This is an optimization exercise on Yosys and OpenROAD, whose aim is small area, not a production implementation.
In this exercise RTL edits were held to simulation tests only and were not proved equivalent to the original.
In this run the design's own scripts or RTL, not TritonCTS, make the clock network.
The clock input has no modelled driver; a real chip could not lean on it and would need a root buffer or a full tree.
Power figures rest on the tool's default switching activity, not on a simulated workload.

===== flow/clock_tree.tcl =====
# Small clock tree, built before CTS in place of TritonCTS: the clock port
# drives one root buffer, which drives CT_NBUF clock buffers, each driving
# the flip-flops of one cluster of
# the placement (k-means on the flip-flop positions, seeded by recursive
# median splits). Each buffer is then sized up from CT_CELLS until its
# estimated output slew is below CT_SLEW (ns).
set ct_nbuf 16
if { [info exists ::env(CT_NBUF)] } { set ct_nbuf $::env(CT_NBUF) }
set ct_cells {sky130_fd_sc_hd__clkbuf_2 sky130_fd_sc_hd__clkbuf_4 sky130_fd_sc_hd__clkbuf_8 sky130_fd_sc_hd__clkbuf_16}
if { [info exists ::env(CT_CELLS)] } { set ct_cells $::env(CT_CELLS) }
set ct_slew 0.100
if { [info exists ::env(CT_SLEW)] } { set ct_slew $::env(CT_SLEW) }

proc ct_split { pts n axis } {
  if { $n <= 1 || [llength $pts] < 2 } { return [list $pts] }
  set s [lsort -real -index $axis $pts]
  set na [expr { $n / 2 }]
  set h [expr { ([llength $s] * $na) / $n }]
  set ax [expr { 3 - $axis }]
  return [concat [ct_split [lrange $s 0 [expr { $h - 1 }]] $na $ax] \
                 [ct_split [lrange $s $h end] [expr { $n - $na }] $ax]]
}

proc ct_centre { grp } {
  set sx 0.0; set sy 0.0
  foreach p $grp { set sx [expr { $sx + [lindex $p 1] }]; set sy [expr { $sy + [lindex $p 2] }] }
  return [list [expr { $sx / [llength $grp] }] [expr { $sy / [llength $grp] }]]
}

set ct_block [ord::get_db_block]
set ct_clk [$ct_block findNet clk]
set ct_pts {}
foreach it [$ct_clk getITerms] {
  set bb [[$it getInst] getBBox]
  lappend ct_pts [list $it [expr { ([$bb xMin] + [$bb xMax]) / 2.0 }] [expr { ([$bb yMin] + [$bb yMax]) / 2.0 }]]
}
set ct_groups [ct_split $ct_pts $ct_nbuf 1]
# k-means refinement (Manhattan distance), at most 20 passes
for { set pass 0 } { $pass < 20 } { incr pass } {
  set cs {}
  foreach g $ct_groups { if { [llength $g] > 0 } { lappend cs [ct_centre $g] } }
  set ng {}
  foreach c $cs { lappend ng {} }
  foreach p $ct_pts {
    set best 0; set bd 1e30; set k 0
    foreach c $cs {
      set d [expr { abs([lindex $p 1] - [lindex $c 0]) + abs([lindex $p 2] - [lindex $c 1]) }]
      if { $d < $bd } { set bd $d; set best $k }
      incr k
    }
    lset ng $best [concat [lindex $ng $best] [list $p]]
  }
  set ct_groups $ng
}
puts "clock_tree: [llength $ct_pts] sinks, [llength $ct_groups] buffers"
set ct_master [[ord::get_db] findMaster [lindex $ct_cells 0]]
set ct_bufs {}
set ct_i 0
foreach grp $ct_groups {
  if { [llength $grp] == 0 } { continue }
  set c [ct_centre $grp]
  set buf [odb::dbInst_create $ct_block $ct_master clkbuf_ct_$ct_i]
  set net [odb::dbNet_create $ct_block clknet_ct_$ct_i]
  $net setSigType CLOCK
  [$buf findITerm A] connect $ct_clk
  [$buf findITerm X] connect $net
  foreach p $grp {
    set it [lindex $p 0]
    $it disconnect
    $it connect $net
  }
  $buf setLocation [expr { int([lindex $c 0]) }] [expr { int([lindex $c 1]) }]
  $buf setPlacementStatus PLACED
  lappend ct_bufs clkbuf_ct_$ct_i
  incr ct_i
}
# root buffer at the centre of the leaf buffers
set sx 0.0; set sy 0.0
foreach b $ct_bufs {
  set loc [[$ct_block findInst $b] getLocation]
  set sx [expr { $sx + [lindex $loc 0] }]; set sy [expr { $sy + [lindex $loc 1] }]
}
set ct_root sky130_fd_sc_hd__clkbuf_4
if { [info exists ::env(CT_ROOT)] } { set ct_root $::env(CT_ROOT) }
set root [odb::dbInst_create $ct_block [[ord::get_db] findMaster $ct_root] clkbuf_ct_root]
set rnet [odb::dbNet_create $ct_block clknet_ct_root]
$rnet setSigType CLOCK
foreach b $ct_bufs {
  set it [[$ct_block findInst $b] findITerm A]
  $it disconnect
  $it connect $rnet
}
[$root findITerm A] connect $ct_clk
[$root findITerm X] connect $rnet
$root setLocation [expr { int($sx / [llength $ct_bufs]) }] [expr { int($sy / [llength $ct_bufs]) }]
$root setPlacementStatus PLACED
$ct_clk setSigType CLOCK
set_propagated_clock [all_clocks]
# size each buffer
foreach cell [lrange $ct_cells 1 end] {
  estimate_parasitics -placement
  foreach b $ct_bufs {
    if { [get_property [get_pins $b/X] slew_max] > $ct_slew } {
      replace_cell [get_cells $b] [get_lib_cells $cell]
    }
  }
}
estimate_parasitics -placement
foreach b [concat $ct_bufs clkbuf_ct_root] {
  set inst [$ct_block findInst $b]
  puts "clock_tree: $b [[$inst getMaster] getName] sinks [expr { [llength [[[$inst findITerm X] getNet] getITerms]] - 1 }] slew [get_property [get_pins $b/X] slew_max]"
}

proc clock_tree_synthesis { args } {
  set_propagated_clock [all_clocks]
}

===== constraint.sdc =====
create_clock -name core_clock -period 10.0 [get_ports {clk}]
set_input_delay 2.0000 -clock core_clock [delete_from_list [all_inputs] [get_ports {clk}]]
set_output_delay 2.0000 -clock core_clock [all_outputs]
set_load 0.01 [all_outputs]

===== standard.sh =====
#!/bin/bash
# synth_recipe.tcl (not shown) runs the flow's synth.tcl, then flattens the netlist and writes it again
# the make line also repeats each setting of config.mk as NAME=value (left out here)
make -C /OpenROAD-flow-scripts/flow DESIGN_CONFIG=/design/flow/config.mk WORK_HOME=/design/flow/orfs CLKGATE_MAP_FILE= SYNTH_SCRIPT=/design/flow/synth_recipe.tcl "${@:-finish}"

===== config.mk =====
export PLATFORM = sky130hd
export DESIGN_NAME = zone_color_detector
export DESIGN_NICKNAME = zone_color_detector
export VERILOG_FILES = /design/flow/design.v
export SDC_FILE = /design/flow/constraint.sdc
export NUM_CORES = 4
export LEC_CHECK = 0
export CAP_MARGIN = 20
export CORE_MARGIN = 2
export CORE_UTILIZATION = 75
export SLEW_MARGIN = 20

===== design.v =====
package zone_det_pkg;
  localparam int R_W = 5;
  localparam int G_W = 6;
  localparam int B_W = 5;
  localparam int SRW = 10;
  localparam int SGW = 11;
endpackage
module zone_add #(
  parameter int W = 10
) (
  input  logic [W-1:0] a,
  input  logic [W-1:0] b,
  input  logic         ci,
  output logic [W-1:0] s,
  output logic         co
);
  logic [W:0] c;
  assign c[0] = ci;
  for (genvar i = 0; i < W; i++) begin : g_bit
    assign s[i]   = a[i] ^ b[i] ^ c[i];
    assign c[i+1] = (a[i] & b[i]) | (a[i] & c[i]) | (b[i] & c[i]);
  end
  assign co = c[W];
endmodule
module zone_accum (
  input  logic [zone_det_pkg::SRW-1:0] r_q,
  input  logic [zone_det_pkg::SGW-1:0] g_q,
  input  logic [zone_det_pkg::SRW-1:0] b_q,
  input  logic [zone_det_pkg::SRW-1:0] op_r,
  input  logic [zone_det_pkg::SGW-1:0] op_g,
  input  logic [zone_det_pkg::SRW-1:0] op_b,
  input  logic                         ci_r,
  input  logic                         ci_g,
  input  logic                         ci_b,
  output logic [zone_det_pkg::SRW-1:0] r_d,
  output logic [zone_det_pkg::SGW-1:0] g_d,
  output logic [zone_det_pkg::SRW-1:0] b_d,
  output logic                         co_r,
  output logic                         co_g,
  output logic                         co_b
);
  zone_add #(.W(zone_det_pkg::SRW)) u_r (.a(r_q), .b(op_r), .ci(ci_r), .s(r_d), .co(co_r));
  zone_add #(.W(zone_det_pkg::SGW)) u_g (.a(g_q), .b(op_g), .ci(ci_g), .s(g_d), .co(co_g));
  zone_add #(.W(zone_det_pkg::SRW)) u_b (.a(b_q), .b(op_b), .ci(ci_b), .s(b_d), .co(co_b));
endmodule
module zone_color_detector (
  input  logic        clk,
  input  logic        reset,
  input  logic        frame_start,
  input  logic        pix_valid,
  input  logic [15:0] pix_data,
  input  logic [4:0]  r_min,
  input  logic [5:0]  g_max,
  input  logic [4:0]  b_max,
  input  logic [4:0]  r_minus_g,
  input  logic [4:0]  r_minus_b,
  output logic [8:0]  zone_hit,
  output logic [3:0]  hit_count,
  output logic        result_valid,
  output logic        frame_abort
);
  localparam int SRW = zone_det_pkg::SRW;
  localparam int SGW = zone_det_pkg::SGW;
  logic [8:0] x_q, x_d;
  logic [7:0] y_q, y_d;
  logic       post, idle_st, comp, step, inc;
  logic [4:0] t_a, t_c, t_d, t_e;
  logic [5:0] t_g;
  logic [SRW-1:0] ra_q, rb_q, rc_q, ba_q, bb_q, bc_q;
  logic [SGW-1:0] ga_q, gb_q, gc_q;
  logic [SRW-1:0] r_sum, b_sum, op_r, op_b;
  logic [SGW-1:0] g_sum, op_g;
  logic           ci_r, ci_g, ci_b, co_r, co_g, co_b;
  logic       fail_q, seen_q;
  logic [8:0] pend_q, zone_hit_q;
  logic       result_valid_q, frame_abort_q;
  logic       win_x, win_row, grp, clr_row, rot, clr, x_end;
  logic [4:0] v;
  logic [2:0] l;
  logic [3:0] blk;
  logic [4:0] off;
  logic       ph, race;
  assign post    = (y_q[7:4] == 4'hF);           
  assign idle_st = post && x_q[1] && x_q[0];     
  assign comp    = post && x_q[1] && !x_q[0];    
  assign step    = pix_valid && !post;           
  assign inc     = (pix_valid && !post) || (post && !(x_q[1] && x_q[0]));
  logic [9:0] x_c;
  logic [8:0] y_c;
  logic [8:0] x_s;
  logic [7:0] y_s;
  logic       x_wrap;
  assign x_wrap = inc && (x_q == 9'd319);
  assign x_c[0] = inc;
  assign y_c[0] = x_wrap;
  for (genvar i = 0; i < 9; i++) begin : g_xinc
    assign x_s[i]   = x_q[i] ^ x_c[i];
    assign x_c[i+1] = x_q[i] & x_c[i];
  end
  for (genvar i = 0; i < 8; i++) begin : g_yinc
    assign y_s[i]   = y_q[i] ^ y_c[i];
    assign y_c[i+1] = y_q[i] & y_c[i];
  end
  assign x_d = frame_start ? {8'd0, pix_valid} : (x_wrap ? 9'd0 : x_s);
  assign y_d = frame_start ? 8'd0 : y_s;
  assign x_end   = (x_q == 9'd319);
  assign win_x   = (x_q >= 9'd51  && x_q <= 9'd55)  ||
                   (x_q >= 9'd158 && x_q <= 9'd162) ||
                   (x_q >= 9'd264 && x_q <= 9'd268);
  assign win_row = (y_q >= 8'd38  && y_q <= 8'd42)  ||
                   (y_q >= 8'd118 && y_q <= 8'd122) ||
                   (y_q >= 8'd198 && y_q <= 8'd202);
  assign v       = y_q[7:3];
  assign l       = y_q[2:0];
  assign grp     = (v >= 5'd6  && v <= 5'd8)  ||
                   (v >= 5'd16 && v <= 5'd18) ||
                   (v >= 5'd26 && v <= 5'd28);
  assign clr_row = (v == 5'd3) || (v == 5'd11) || (v == 5'd19);
  assign blk     = x_q[8:5];
  assign off     = x_q[4:0];
  assign ph      = grp && (off < 5'd25);         
  assign race    = grp && !x_q[8] && (l >= 3'd1) && (l <= 3'd4);
  assign rot = step && (clr_row || (win_row && (x_q == 9'd128 || x_q == 9'd256 || x_end)) ||
                        (grp && l == 3'd7 && x_end));
  assign clr = step && clr_row;
  always_comb begin
    op_r = '0; op_g = '0; op_b = '0;
    ci_r = 1'b0; ci_g = 1'b0; ci_b = 1'b0;
    if (win_row && win_x) begin
      op_r = SRW'(pix_data[15:11]);
      op_g = SGW'(pix_data[10:5]);
      op_b = SRW'(pix_data[4:0]);
    end
    if (race) begin
      ci_r = 1'b1;
      ci_b = 1'b1;
      op_g = SGW'(2);
    end
    if (ph && blk == 4'd0 && l == 3'd0) begin
      op_b = SRW'(t_e);
      op_g = SGW'({t_d, 1'b0});
    end
    if (ph && blk == 4'd0 && l == 3'd5) begin
      op_g = {5'h1F, ~t_d, 1'b1};
      ci_g = 1'b1;
    end
    if (ph && blk == 4'd1 && l == 3'd5) begin
      op_g = {5'h1F, ~t_g};
      ci_g = (off != 5'd0);
    end
    if (ph && blk == 4'd0 && l == 3'd6) begin
      op_b = {5'h1F, ~t_e};
      ci_b = 1'b1;
    end
    if (ph && blk == 4'd1 && l == 3'd6) begin
      op_b = {5'h1F, ~t_c};
      ci_b = (off != 5'd0);
    end
    if (ph && blk == 4'd0 && l == 3'd7) begin
      op_r = {5'h1F, ~t_a};
      ci_r = 1'b1;
    end
    if (!step) begin
      op_r = '0; op_g = '0; op_b = '0;
      ci_r = 1'b0; ci_g = 1'b0; ci_b = 1'b0;
    end
  end
  zone_accum u_acc (
    .r_q (ra_q), .g_q (ga_q), .b_q (ba_q),
    .op_r(op_r), .op_g(op_g), .op_b(op_b),
    .ci_r(ci_r), .ci_g(ci_g), .ci_b(ci_b),
    .r_d (r_sum), .g_d (g_sum), .b_d (b_sum),
    .co_r(co_r), .co_g(co_g), .co_b(co_b)
  );
  always_ff @(posedge clk) begin
    if (clr) begin
      ra_q <= '0; ga_q <= '0; ba_q <= '0;
    end else if (rot) begin
      ra_q <= rb_q; ga_q <= gb_q; ba_q <= bb_q;
    end else begin
      ra_q <= r_sum; ga_q <= g_sum; ba_q <= b_sum;
    end
    if (rot) begin
      rb_q <= rc_q; gb_q <= gc_q; bb_q <= bc_q;
      rc_q <= ra_q; gc_q <= ga_q; bc_q <= ba_q;
    end
  end
  logic fail_d, seen_d;
  always_comb begin
    fail_d = fail_q;
    seen_d = seen_q;
    if (step && grp) begin
      if (ph && blk == 4'd0 && l == 3'd0 && (co_b || co_g)) fail_d = 1'b1;
      if (race && (co_b || co_g) && !(seen_q || co_r)) fail_d = 1'b1;
      if (race && co_r) seen_d = 1'b1;
      if (ph && blk <= 4'd1 && l == 3'd5 && !co_g) seen_d = 1'b1;
      if (ph && blk <= 4'd1 && l == 3'd6 && !co_b) seen_d = 1'b1;
      if (x_end && (l == 3'd5 || l == 3'd6) && !seen_q) fail_d = 1'b1;
      if (ph && blk == 4'd0 && l == 3'd7 && !co_r) fail_d = 1'b1;
    end
    if (step && x_end && !(l >= 3'd1 && l <= 3'd3)) seen_d = 1'b0;
    if (step && x_end && l == 3'd7) fail_d = 1'b0;
  end
  always_ff @(posedge clk) begin
    fail_q <= fail_d;
    seen_q <= seen_d;
    if (step && grp && l == 3'd7 && x_end) pend_q <= {!fail_q, pend_q[8:1]};
    if (frame_start) begin
      t_a <= r_min;
      t_g <= g_max;
      t_c <= b_max;
      t_d <= r_minus_g;
      t_e <= r_minus_b;
    end
  end
  always_ff @(posedge clk) begin
    if (reset) begin
      x_q            <= 9'd3;
      y_q            <= 8'd240;
      zone_hit_q     <= '0;
      result_valid_q <= 1'b0;
      frame_abort_q  <= 1'b0;
    end else begin
      x_q            <= x_d;
      y_q            <= y_d;
      frame_abort_q  <= frame_start && !idle_st;
      result_valid_q <= comp && !frame_start;
      if (comp && !frame_start) zone_hit_q <= pend_q;
    end
  end
  assign zone_hit     = zone_hit_q;
  assign hit_count    = 4'(zone_hit_q[0]) + 4'(zone_hit_q[1]) + 4'(zone_hit_q[2]) +
                        4'(zone_hit_q[3]) + 4'(zone_hit_q[4]) + 4'(zone_hit_q[5]) +
                        4'(zone_hit_q[6]) + 4'(zone_hit_q[7]) + 4'(zone_hit_q[8]);
  assign result_valid = result_valid_q;
  assign frame_abort  = frame_abort_q;
endmodule

===== flow/run.sh =====
#!/bin/bash
# The standard layout (standard.sh), with these changes to how it is made:
#  - ports are buffered with sky130_fd_sc_hd__buf_1 instead of the resizer's
#    default choice;
#  - the clock tree is built by flow/clock_tree.tcl (a root buffer and one
#    buffer per cluster of flip-flops, each sized for its load) in place of
#    TritonCTS, which adds dummy loads and more buffers than needed;
#  - the buffers that synthesis (abc) inserted are removed at floorplan
#    (REMOVE_ABC_BUFFERS), and global placement is not timing-driven, so
#    the resizer's repair after placement alone buffers what needs it.
# All tool output goes to standard.log (and ORFS's own logs under orfs/logs).
export BUFFER_PORTS_ARGS="-buffer_cell sky130_fd_sc_hd__buf_1"
export REMOVE_ABC_BUFFERS=1
export PRE_CTS_TCL="$(pwd)/flow/clock_tree.tcl"
export CT_NBUF=16 CT_SLEW=0.115 CT_ROOT=sky130_fd_sc_hd__clkbuf_8
bash standard.sh > standard.log 2>&1

==> summary.txt <==
stage by stage:
step	hold slack (ps)	util (%)	std cells	power, uW
5_1_grt	426.2	81.83	692	1261
3_5_place_dp	407.7	80.18	675	945.0
2_1_floorplan	400.3	-	495	887.3
6_report	421.0	81.83	692	1206
3_3_place_gp	401.4	80.18	675	926.9
4_1_cts	423.9	81.83	692	1212
flip-flops by register name (all words and copies together) (netlist names), 10 cells and up:
| signal | flops |
|---|---|
| rb_q | 10 |
| bb_q | 10 |
| gc_q | 11 |
| rc_q | 10 |
| bc_q | 10 |
| ba_q | 10 |
| ra_q | 10 |
| gb_q | 11 |
| ga_q | 11 |
critical path: stages, from the launching register on:
cell and delay, ps:
dfxtp_1 410, or4b_4 580, a311oi_2 270, o21ai_2 210
nor3_2 530, a311oi_1 210, fa_1 430, fa_1 390
fa_1 390, fa_1 410, fa_1 430, fa_1 400
fa_1 390, fa_1 390, fa_1 400, fa_1 390
fa_1 400, nor3b_1 180, o21ai_0 110, o22ai_1 150
a22o_1 150
final timing paths:
path                              start  slack [ps]  endpoint  depth (start not counted)
worst min-delay path            rc_q[3]         420   rb_q[3]                          0
worst max-delay path             y_q[5]        2700    seen_q                         20
worst max register to register   y_q[5]        2700    seen_q                         20
worst min register to register  rc_q[3]         420   rb_q[3]                          0
logic make-up after synthesis:
family	after synthesis
and+or+nand+nor	142
buffers and inverters	49
DFF	158
muxes	40
xor gates and xnor gates	6
AOI/OAI and AO/OA	70
adders and majority gates	53
cells in the final DEF, fill, tap and decap left out, types with 9 or more instances in the layout:
master	n
nor2_1	55
clkbuf_4	12
ha_1	17
nand2_1	20
inv_1	26
a21oi_1	11
edfxtp_1	97
o21ai_0	11
buf_4	9
mux2i_1	40
nand2b_1	10
fa_1	36
buf_1	59
dfxtp_1	61
layout make-up:
type | count | area [um2]
well taps | 111 | 138.9
flip-flops and latches | 158 | 4134
repair buffers | 69 | 294.0
fillers | 526 | 1655
multi-input cells | 311 | 2639
plain buffers | 17 | 150.1
inverters | 26 | 97.59
power by group:
group	total, uW	switching (uW)	internal [uW]	leakage (uW)
sequential	788	40.3	748	0.00137
clock	274	180	93.8	0.0000881
combinational	144	79.9	64.3	0.00166
layer usage:
layer	GRT usage [%]	part of all wire (%)	wire length, um
met1	36.39	42	5482
met2	46.21	50	6549
met3	3.691	5.8	765
met4	7.376	2.4	318
met5	0	0	0
==> impl_metrics.env <==
export IMPL_status="no timing/DRC/antenna violations"
export IMPL_fin_area_um2=7453
export IMPL_end_kind="flip-flop"
export IMPL_min_path_type="flip-flop to flip-flop"
export IMPL_synth_distinct_cells=52
export IMPL_final_setup_viol_count=0
export IMPL_placed_area_um2=7303
export IMPL_netlist_area_um2=6962
export IMPL_first_global_vias=4339
export IMPL_path_class="flip-flop to flip-flop"
export IMPL_num_io_pins=61
export IMPL_synth_top_cell_by_area="edfxtp_1"
export IMPL_hold_violations=0
export IMPL_clk_pin_slew_ps=110
export IMPL_cts_hold_buf=0
export IMPL_row_count=35
export IMPL_diodes=0
export IMPL_syn2layout_area_growth_pct=7.063
export IMPL_drt_iter0_markers=240
export IMPL_p_leak_uw=0.003113
export IMPL_worst_ep_required_time_ps=10360
export IMPL_ys_top_cells_by_count="edfxtp_1, dfxtp_1, nor2_1"
export IMPL_grt_start_max_net_pins=55
export IMPL_slew_limit_headroom_pct=43.37
export IMPL_clock_latency_ps=450
export IMPL_cap_violations=0
export IMPL_drive_above_1_share_pct=6.885
export IMPL_synth_warnings=1
export IMPL_fin_crit_ps=7305
export IMPL_gr_total_overflow=0
export IMPL_cts_resized=0
export IMPL_vias=4283
export IMPL_synthTopCellsByArea="edfxtp_1, dfxtp_1, fa_1, mux2i_1, ha_1"
export IMPL_worst_pin_slew_ps=849.5
export IMPL_place_port_buffers=60
export IMPL_postCtsSetupRepairBufs=0
export IMPL_synth_compound_area_share_pct=7.207
export IMPL_fin_skew_ps=34.73
export IMPL_synth_top_area_share_pct=41.84
export IMPL_antenna_found_initial=0
export IMPL_period_share_pct=73.05
export IMPL_grt_pass1_wl_mm=21.21
export IMPL_die_area_um2=10070
export IMPL_initial_core_util_pct=76.43
export IMPL_hpwl_mm=9.080
export IMPL_synth_seq_cells=158
export IMPL_ant_nets=0
export IMPL_rsz0062_at_grt="false"
export IMPL_drt_wl_total_mm=13.12
export IMPL_first_pass_iters=4
export IMPL_grt_usage_pct=26.83
export IMPL_worst_slack_ps=2695
export IMPL_max_freq_ghz=0.1369
export IMPL_peakVddDrop_mv=0.1134
export IMPL_powerDensity_nw_per_um2=161.8
export IMPL_dieHeight_um=100.3
export IMPL_die_x_um=100.3
export IMPL_via_per_inst=6.189
export IMPL_fin_nets=682
export IMPL_synth_edf_count=97
export IMPL_arrival_ps=7670
export IMPL_slew_viol_final=0
export IMPL_synth_fa_ha_area_share_pct=13.41
export IMPL_core_area_um2=9109
export IMPL_synth_most_common_cell="edfxtp_1"
export IMPL_wl_per_cell_um=18.95
export IMPL_synth_main_ff_cell="edfxtp_1"
export IMPL_synthSimpleGateAreaFrac_pct=10.68
export IMPL_synth_xor_area_share_pct=0.7549
export IMPL_yosys_mux_area_fraction_pct=5.751
export IMPL_syn_area_per_cell_um2=13.44
export IMPL_gp_congestion=0.9361
export IMPL_crit_path_max_fanout=10
export IMPL_tns_ps=0
export IMPL_pre_cts_ws_ps=2347
export IMPL_async_reset_ff_share_pct=0
export IMPL_synth_top_family_by_area="adder cells"
export IMPL_drc_errors=0
export IMPL_synthCells=518
export IMPL_critPathLaunchType="flip-flop"
export IMPL_synth_seq_area_share_pct=59.38

afterwards: timing with drivers on the ports:
In the flow no input, the clock included, has a driving cell. The finished layout below was timed again as built, in two steps.
Step 1 (the two cells are an assumption about what drives the block):
set clk [get_ports {clk}]
set_driving_cell -lib_cell sky130_fd_sc_hd__clkbuf_16 $clk
set_driving_cell -lib_cell sky130_fd_sc_hd__buf_2 [delete_from_list [all_inputs] $clk]
Step 2 moves the port delays by t, midway between the first and last clock arrival at a register: inputs arrive t later, outputs are due t later. That takes back most of the time a late clock gives input paths.
Slacks: ideal / step 1 / step 2; pairs: ideal / step 1.
t (ns): 0.462
setup WS [ns]: 2.695 / 2.695 / 2.289
hold slack, ns: 0.421 / 0.421 / 0.421
worst register clock-pin slew, ns: 0.11 / 0.11
After both steps this run still meets setup and hold. For this run, drivers alone change the setup slack by 0.000 ns; drivers and shift together by -0.406 ns.
